Background: an optimization exercise with open tools, aiming at small area and few clock cycles per item. Do not read the settings as production practice.
The RTL was checked by simulation tests, not by an equivalence proof against the original design.
Power figures rest on the tool's default switching activity, not on a simulated workload.

==> exp/umber: inputs <==
==> flow/design.v <==
package sle_pkg;
  localparam logic [1:0] OP_INSERT   = 2'd0;
  localparam logic [1:0] OP_REMOVE   = 2'd1;
  localparam logic [1:0] OP_CONTAINS = 2'd2;
  localparam logic [1:0] OP_READ     = 2'd3;
  localparam logic [2:0] ST_OK        = 3'd0;
  localparam logic [2:0] ST_EMPTY     = 3'd1;
  localparam logic [2:0] ST_NOT_FOUND = 3'd2;
  localparam logic [2:0] ST_FULL      = 3'd3;
  localparam logic [2:0] ST_OOB       = 3'd4;
  localparam int FIELD_W = 16;
  localparam int INDEX_W = 4;
  localparam int COUNT_W = 5;
  localparam int READ_SLOTS = 16;
  typedef struct packed {
    logic ins;
    logic rem;
  } sle_cmd_t;
endpackage
module sle_cell #(
  parameter int VALUE_WIDTH = 16
) (
  input  logic                   clk,
  input  sle_pkg::sle_cmd_t      cmd,
  input  logic [VALUE_WIDTH-1:0] key,
  input  logic                   valid,
  input  logic [VALUE_WIDTH-1:0] left_value,
  input  logic                   left_lt,
  input  logic [VALUE_WIDTH-1:0] right_value,
  output logic [VALUE_WIDTH-1:0] value,
  output logic                   lt,
  output logic                   eq
);
  logic [VALUE_WIDTH-1:0] value_next;
  assign lt = valid && (value < key);
  assign eq = valid && (value == key);
  logic sel_key, sel_left, sel_right, sel_hold;
  always_comb begin
    sel_key    = cmd.ins && !lt && left_lt;
    sel_left   = cmd.ins && !lt && !left_lt;
    sel_right  = cmd.rem && !lt;   
    sel_hold   = lt || !(cmd.ins || cmd.rem);
    value_next = ({VALUE_WIDTH{sel_key}}   & key)
               | ({VALUE_WIDTH{sel_left}}  & left_value)
               | ({VALUE_WIDTH{sel_right}} & right_value)
               | ({VALUE_WIDTH{sel_hold}}  & value);
  end
  always_ff @(posedge clk) begin
    value <= value_next;
  end
endmodule
import sle_pkg::*;
module sorted_list_engine #(
  parameter int DEPTH       = 16,
  parameter int VALUE_WIDTH = 16
) (
  input  logic        clk,
  input  logic        rst,
  input  logic        s_tvalid,
  output logic        s_tready,
  input  logic [23:0] s_tdata,   
  input  logic [1:0]  s_tuser,   
  output logic        m_tvalid,
  input  logic        m_tready,
  output logic [23:0] m_tdata,   
  output logic [3:0]  m_tuser    
);
  localparam int CW = $clog2(DEPTH + 1);
  localparam int XW = (CW > INDEX_W) ? CW : INDEX_W;
  logic [CW-1:0]          cnt;
  logic [CW-1:0]          cnt_next;
  logic                   accept;
  logic [1:0]             op;
  logic [INDEX_W-1:0]     idx;
  logic [VALUE_WIDTH+FIELD_W-1:0] key_ext;
  logic [VALUE_WIDTH-1:0] key;
  logic                   full;
  logic                   present;
  sle_pkg::sle_cmd_t      cmd;
  logic [VALUE_WIDTH-1:0] cell_val [DEPTH];
  logic [DEPTH-1:0]       cell_valid;
  logic [DEPTH-1:0]       cell_lt;
  logic [DEPTH-1:0]       cell_eq;
  logic [VALUE_WIDTH-1:0] rd_slot  [READ_SLOTS];
  logic [VALUE_WIDTH-1:0] rd_val;
  logic [VALUE_WIDTH+FIELD_W-1:0] rd_ext;
  logic [VALUE_WIDTH+FIELD_W-1:0] rm_ext;
  logic [FIELD_W-1:0]     res_data;
  logic                   res_found;
  logic [2:0]             res_status;
  logic [CW+COUNT_W-1:0]  cnt_ext;
  assign accept  = s_tvalid && s_tready;
  assign s_tready = !m_tvalid || m_tready;
  assign op      = s_tuser;
  assign idx     = s_tdata[FIELD_W+INDEX_W-1:FIELD_W];
  assign key_ext = {{VALUE_WIDTH{1'b0}}, s_tdata[FIELD_W-1:0]};
  assign key     = key_ext[VALUE_WIDTH-1:0];
  assign full    = (cnt == CW'(DEPTH));
  assign present = |cell_eq;
  always_comb begin
    cmd.ins = accept && (op == OP_INSERT) && !full;
    cmd.rem = accept && (op == OP_REMOVE) && present;
  end
  genvar gi;
  generate
    for (gi = 0; gi < DEPTH; gi++) begin : g_cell
      logic [VALUE_WIDTH-1:0] lv;
      logic                   llt;
      logic [VALUE_WIDTH-1:0] rv;
      assign cell_valid[gi] = (cnt > CW'(gi));
      if (gi == 0) begin : g_first
        assign lv  = '0;
        assign llt = 1'b1;
      end else begin : g_inner
        assign lv  = cell_val[gi-1];
        assign llt = cell_lt[gi-1];
      end
      if (gi == DEPTH - 1) begin : g_last
        assign rv = '0;
      end else begin : g_body
        assign rv = cell_val[gi+1];
      end
      sle_cell #(.VALUE_WIDTH(VALUE_WIDTH)) u_cell (
        .clk         (clk),
        .cmd         (cmd),
        .key         (key),
        .valid       (cell_valid[gi]),
        .left_value  (lv),
        .left_lt     (llt),
        .right_value (rv),
        .value       (cell_val[gi]),
        .lt          (cell_lt[gi]),
        .eq          (cell_eq[gi])
      );
    end
    for (gi = 0; gi < READ_SLOTS; gi++) begin : g_slot
      if (gi < DEPTH) begin : g_used
        assign rd_slot[gi] = cell_val[gi];
      end else begin : g_unused
        assign rd_slot[gi] = '0;
      end
    end
  endgenerate
  assign rd_val = rd_slot[idx];
  assign rd_ext = {{FIELD_W{1'b0}}, rd_val};
  assign rm_ext = {{FIELD_W{1'b0}}, key};
  always_comb begin
    res_data   = '0;
    res_found  = 1'b0;
    res_status = ST_OK;
    cnt_next   = cnt;
    case (op)
      OP_INSERT: begin
        if (full) begin
          res_status = ST_FULL;
        end else begin
          res_found = 1'b1;
          cnt_next  = cnt + CW'(1);
        end
      end
      OP_REMOVE, OP_CONTAINS: begin
        if (cnt == '0) begin
          res_status = ST_EMPTY;
        end else if (!present) begin
          res_status = ST_NOT_FOUND;
        end else begin
          res_found = 1'b1;
          if (op == OP_REMOVE) begin
            res_data = rm_ext[FIELD_W-1:0];
            cnt_next = cnt - CW'(1);
          end
        end
      end
      OP_READ: begin
        if (XW'(idx) >= XW'(cnt)) begin
          res_status = ST_OOB;
        end else begin
          res_found = 1'b1;
          res_data  = rd_ext[FIELD_W-1:0];
        end
      end
      default: begin
        res_status = ST_OK;
      end
    endcase
  end
  assign cnt_ext = {{COUNT_W{1'b0}}, cnt};
  always_ff @(posedge clk) begin
    if (rst) begin
      cnt <= '0;
    end else if (accept) begin
      cnt <= cnt_next;
    end
  end
  always_ff @(posedge clk) begin
    if (rst) begin
      m_tvalid <= 1'b0;
    end else if (accept) begin
      m_tvalid <= 1'b1;
    end else if (m_tready) begin
      m_tvalid <= 1'b0;
    end
  end
  logic [FIELD_W-1:0] out_data;
  logic [3:0]         out_user;
  always_ff @(posedge clk) begin
    if (accept) begin
      out_data <= res_data;
      out_user <= {res_status, res_found};
    end
  end
  assign m_tdata = {3'b000, cnt_ext[COUNT_W-1:0], out_data};
  assign m_tuser = out_user;
endmodule
==> flow/flow/run.sh <==
#!/bin/bash
# Own layout flow: the standard synthesis, then the combinational logic of
# its netlist re-mapped by ABC for the least area within a delay target, and sized for
# 1500 ps logic delay (registers, their
# names and cell types untouched), then the standard layout from there.
set -euo pipefail
R=orfs/results/$FLOW_PLATFORM/sorted_list_engine/base
LIB=$FLOW_HOME/platforms/$FLOW_PLATFORM/lib/sky130_fd_sc_hd__tt_025C_1v80.lib
bash standard.sh synth > log_synth.txt 2>&1
cp $R/1_2_yosys.v std_netlist.v
ABC_SCRIPT=$(cat flow/abc_script.txt)
yosys -p "read_liberty -ignore_miss_func $LIB; read_verilog std_netlist.v; hierarchy -top $FLOW_TOP; setattr -mod -set keep_hierarchy 1 sky130_fd_sc_hd__df* sky130_fd_sc_hd__edf* sky130_fd_sc_hd__sdf* sky130_fd_sc_hd__dl* sky130_fd_sc_hd__conb_1; flatten; opt_clean; tee -o remap_pre.txt stat -liberty $LIB; abc -liberty $LIB -dont_use sky130_fd_sc_hd__lpflow_bleeder_1 -dont_use sky130_fd_sc_hd__lpflow_clkbufkapwr_1 -dont_use sky130_fd_sc_hd__lpflow_clkbufkapwr_16 -dont_use sky130_fd_sc_hd__lpflow_clkbufkapwr_2 -dont_use sky130_fd_sc_hd__lpflow_clkbufkapwr_4 -dont_use sky130_fd_sc_hd__lpflow_clkbufkapwr_8 -dont_use sky130_fd_sc_hd__lpflow_clkinvkapwr_1 -dont_use sky130_fd_sc_hd__lpflow_clkinvkapwr_16 -dont_use sky130_fd_sc_hd__lpflow_clkinvkapwr_2 -dont_use sky130_fd_sc_hd__lpflow_clkinvkapwr_4 -dont_use sky130_fd_sc_hd__lpflow_clkinvkapwr_8 -dont_use sky130_fd_sc_hd__lpflow_decapkapwr_12 -dont_use sky130_fd_sc_hd__lpflow_decapkapwr_3 -dont_use sky130_fd_sc_hd__lpflow_decapkapwr_4 -dont_use sky130_fd_sc_hd__lpflow_decapkapwr_6 -dont_use sky130_fd_sc_hd__lpflow_decapkapwr_8 -dont_use sky130_fd_sc_hd__lpflow_inputiso0n_1 -dont_use sky130_fd_sc_hd__lpflow_inputiso0p_1 -dont_use sky130_fd_sc_hd__lpflow_inputiso1n_1 -dont_use sky130_fd_sc_hd__lpflow_inputiso1p_1 -dont_use sky130_fd_sc_hd__lpflow_inputisolatch_1 -dont_use sky130_fd_sc_hd__lpflow_isobufsrc_1 -dont_use sky130_fd_sc_hd__lpflow_isobufsrc_16 -dont_use sky130_fd_sc_hd__lpflow_isobufsrc_2 -dont_use sky130_fd_sc_hd__lpflow_isobufsrc_4 -dont_use sky130_fd_sc_hd__lpflow_isobufsrc_8 -dont_use sky130_fd_sc_hd__lpflow_isobufsrckapwr_16 -dont_use sky130_fd_sc_hd__lpflow_lsbuf_lh_hl_isowell_tap_1 -dont_use sky130_fd_sc_hd__lpflow_lsbuf_lh_hl_isowell_tap_2 -dont_use sky130_fd_sc_hd__lpflow_lsbuf_lh_hl_isowell_tap_4 -dont_use sky130_fd_sc_hd__lpflow_lsbuf_lh_isowell_4 -dont_use sky130_fd_sc_hd__lpflow_lsbuf_lh_isowell_tap_1 -dont_use sky130_fd_sc_hd__lpflow_lsbuf_lh_isowell_tap_2 -dont_use sky130_fd_sc_hd__lpflow_lsbuf_lh_isowell_tap_4 -dont_use sky130_fd_sc_hd__probe_p_8 -dont_use sky130_fd_sc_hd__probec_p_8 -dont_use sky130_fd_sc_hd__clkdlybuf4s* -dont_use sky130_fd_sc_hd__dlygate* -dont_use sky130_fd_sc_hd__dlymetal*  -D 1500 -script $ABC_SCRIPT; opt_clean -purge; tee -o remap_post.txt stat -liberty $LIB; select $FLOW_TOP; write_verilog -noattr -selected remap_netlist.v" > log_remap.txt 2>&1
cp remap_netlist.v $R/1_2_yosys.v
rm -f $R/1_synth.odb $R/1_synth.sdc
# ports are buffered with the smallest buffer; the resizer sizes them up where needed
bash standard.sh "BUFFER_PORTS_ARGS=-buffer_cell sky130_fd_sc_hd__buf_1" finish > log_layout.txt 2>&1
==> flow/flow/abc_script.txt <==
+strash;dc2;dch,-f;map,{D};topo;buffer,-p;upsize,{D};dnsize,{D};stime,-p;
==> flow/standard.sh <==
#!/bin/bash
# synth_recipe.tcl (not shown) runs the flow's synth.tcl, then flattens the netlist and writes it again
# the make line also repeats each setting of config.mk as NAME=value (left out here)
make -C /OpenROAD-flow-scripts/flow DESIGN_CONFIG=/design/flow/config.mk WORK_HOME=/design/flow/orfs CLKGATE_MAP_FILE= SYNTH_SCRIPT=/design/flow/synth_recipe.tcl "${@:-finish}"
==> flow/config.mk <==
export PLATFORM = sky130hd
export DESIGN_NAME = sorted_list_engine
export DESIGN_NICKNAME = sorted_list_engine
export VERILOG_FILES = /design/flow/design.v
export SDC_FILE = /design/flow/constraint.sdc
export NUM_CORES = 4
export LEC_CHECK = 0
export CAP_MARGIN = 20
export CORE_MARGIN = 2
export CORE_UTILIZATION = 50
export CTS_BUF_LIST = sky130_fd_sc_hd__clkbuf_8
export CTS_CLUSTER_DIAMETER = 50
export CTS_CLUSTER_SIZE = 12
export SETUP_SLACK_MARGIN = 0.2
export SLEW_MARGIN = 20
==> flow/constraint.sdc <==
create_clock -name core_clock -period 5.0 [get_ports {clk}]
set_input_delay 1.0000 -clock core_clock [delete_from_list [all_inputs] [get_ports {clk}]]
set_output_delay 1.0000 -clock core_clock [all_outputs]
set_load 0.01 [all_outputs]
==> inputs of exp/indigo, as changes to exp/umber <==
--- a/flow/design.v
+++ b/flow/design.v
@@ -34,16 +34,13 @@
   logic [VALUE_WIDTH-1:0] value_next;
   assign lt = valid && (value < key);
   assign eq = valid && (value == key);
-  logic sel_key, sel_left, sel_right, sel_hold;
   always_comb begin
-    sel_key    = cmd.ins && !lt && left_lt;
-    sel_left   = cmd.ins && !lt && !left_lt;
-    sel_right  = cmd.rem && !lt;   
-    sel_hold   = lt || !(cmd.ins || cmd.rem);
-    value_next = ({VALUE_WIDTH{sel_key}}   & key)
-               | ({VALUE_WIDTH{sel_left}}  & left_value)
-               | ({VALUE_WIDTH{sel_right}} & right_value)
-               | ({VALUE_WIDTH{sel_hold}}  & value);
+    value_next = value;
+    if (cmd.ins && !lt) begin
+      value_next = left_lt ? key : left_value;
+    end else if (cmd.rem && valid && !lt) begin
+      value_next = right_value;
+    end
   end
   always_ff @(posedge clk) begin
     value <= value_next;
@@ -184,7 +181,7 @@
       end
     endcase
   end
-  assign cnt_ext = {{COUNT_W{1'b0}}, cnt};
+  assign cnt_ext = {{COUNT_W{1'b0}}, cnt_next};
   always_ff @(posedge clk) begin
     if (rst) begin
       cnt <= '0;
@@ -201,14 +198,10 @@
       m_tvalid <= 1'b0;
     end
   end
-  logic [FIELD_W-1:0] out_data;
-  logic [3:0]         out_user;
   always_ff @(posedge clk) begin
     if (accept) begin
-      out_data <= res_data;
-      out_user <= {res_status, res_found};
-    end
-  end
-  assign m_tdata = {3'b000, cnt_ext[COUNT_W-1:0], out_data};
-  assign m_tuser = out_user;
+      m_tdata <= {3'b000, cnt_ext[COUNT_W-1:0], res_data};
+      m_tuser <= {res_status, res_found};
+    end
+  end
 endmodule
==> flow/run.sh (new file) <==
#!/bin/bash
# synth_recipe.tcl (not shown) runs the flow's synth.tcl, then flattens the netlist and writes it again
# the make line also repeats each setting of config.mk as NAME=value (left out here)
make -C /OpenROAD-flow-scripts/flow DESIGN_CONFIG=/design/flow/config.mk WORK_HOME=/design/flow/orfs CLKGATE_MAP_FILE= SYNTH_SCRIPT=/design/flow/synth_recipe.tcl finish
- CORE_UTILIZATION: 50 -> 40
- CTS_BUF_LIST: sky130_fd_sc_hd__clkbuf_8 -> unset
- CTS_CLUSTER_DIAMETER: 50 -> unset
- CTS_CLUSTER_SIZE: 12 -> unset
- SETUP_SLACK_MARGIN: 0.2 -> unset
removed: flow/flow/run.sh
removed: flow/flow/abc_script.txt
removed: flow/standard.sh
==> notes <==
In exp/umber the total power is larger than in exp/indigo, by about 66%. Against exp/umber, the worst setup slack of exp/indigo is higher by 250 ps. In exp/indigo the clock-buffer cell count is higher than in exp/umber, by 2. Between exp/indigo and exp/umber, the lower non-clock buffer count is in exp/umber (gap 20). Clock power: exp/indigo is higher than exp/umber (about 40%). Against exp/umber, the register-to-register slack of exp/indigo is higher by 640 ps. In combinational power, exp/umber is at 4.5 times the value of exp/indigo. Between exp/umber and exp/indigo, the lower sequential share of layout area is in exp/umber (gap 5.0 points). Between exp/umber and exp/indigo, the lower synthesized cell count is in exp/indigo (gap 16%, measured against exp/indigo).
==> figures <==
                                                                                  exp/indigo                           exp/umber
Switching share of power                                                              29.39%                              50.30%
Antenna diodes                                                                             0                                   7
Destination of the critical timing path                g_cell[12].u_cell.value[10]$_DFFE_PP_  g_cell[11].u_cell.value[1]$_DFF_P_
Combinational power                                                                0.00117 W                           0.00525 W
Critical setup path kind                                                              in2reg                             reg2reg
Effective utilization at floorplan                                                    40.45%                              50.41%
Cell area after layout                                                             26110 um2                           21030 um2
Avg Cell Area, Syn                                                                 9.491 um2                           6.890 um2
Levels on crit path                                                                       13                                  14
Int Power                                                                         0.004929 W                          0.005758 W
Drt first pass iters                                                                       6                                   9
Group with the largest share of power                                              registers                 combinational logic
Well Taps                                                                                748                                 474
Actual slew at the worst max-slew pin                                                1177 ps                             1255 ps
Seq area share                                                                        32.78%                              27.80%
Required time reported for the critical path endpoint                                5400 ps                             5570 ps
Result of the run                                           no timing/DRC/antenna violations    no timing/DRC/antenna violations
Total placed cells including tap cells                                                  3173                                3250
Filler cell count                                                                       5254                                3649
Testbench counts of exp/umber, summed over its fixed seeds: cycles 12,008, items 12,000.
Testbench counts of exp/indigo, summed over its fixed seeds: cycles 12,008, items 12,000.

-- static timing again, ports no longer ideal --
The flow's constraints put no driver on any port. The routed layouts listed below were extracted and timed again, unchanged, in two steps.
Step 1 assumes that a clkbuf_16 drives the clock port and a buf_2 every other input.
Step 2 adds t to the input delays and takes it off the output delays; t is the mean of the earliest and latest rising clock arrival at the registers after step 1. Input paths then give back, and output paths get back, about the clock's delay inside the block.
Three values: ideal ports, drivers, drivers and shift; two values: the first two.
run | shift t [ns] | setup WS [ns] | slew at the worst register clock pin (ns)
exp/umber | 0.712 | 0.335 / 0.335 / -0.218 | 0.09 / 0.09
exp/indigo | 0.629 | 0.583 / 0.622 / -0.006 | 0.07 / 0.07
With both steps, setup timing fails in exp/umber and exp/indigo, where it was met with ideal ports. For exp/indigo, which loses most, drivers alone change the setup slack by +0.039 ns; drivers and shift together by -0.589 ns.
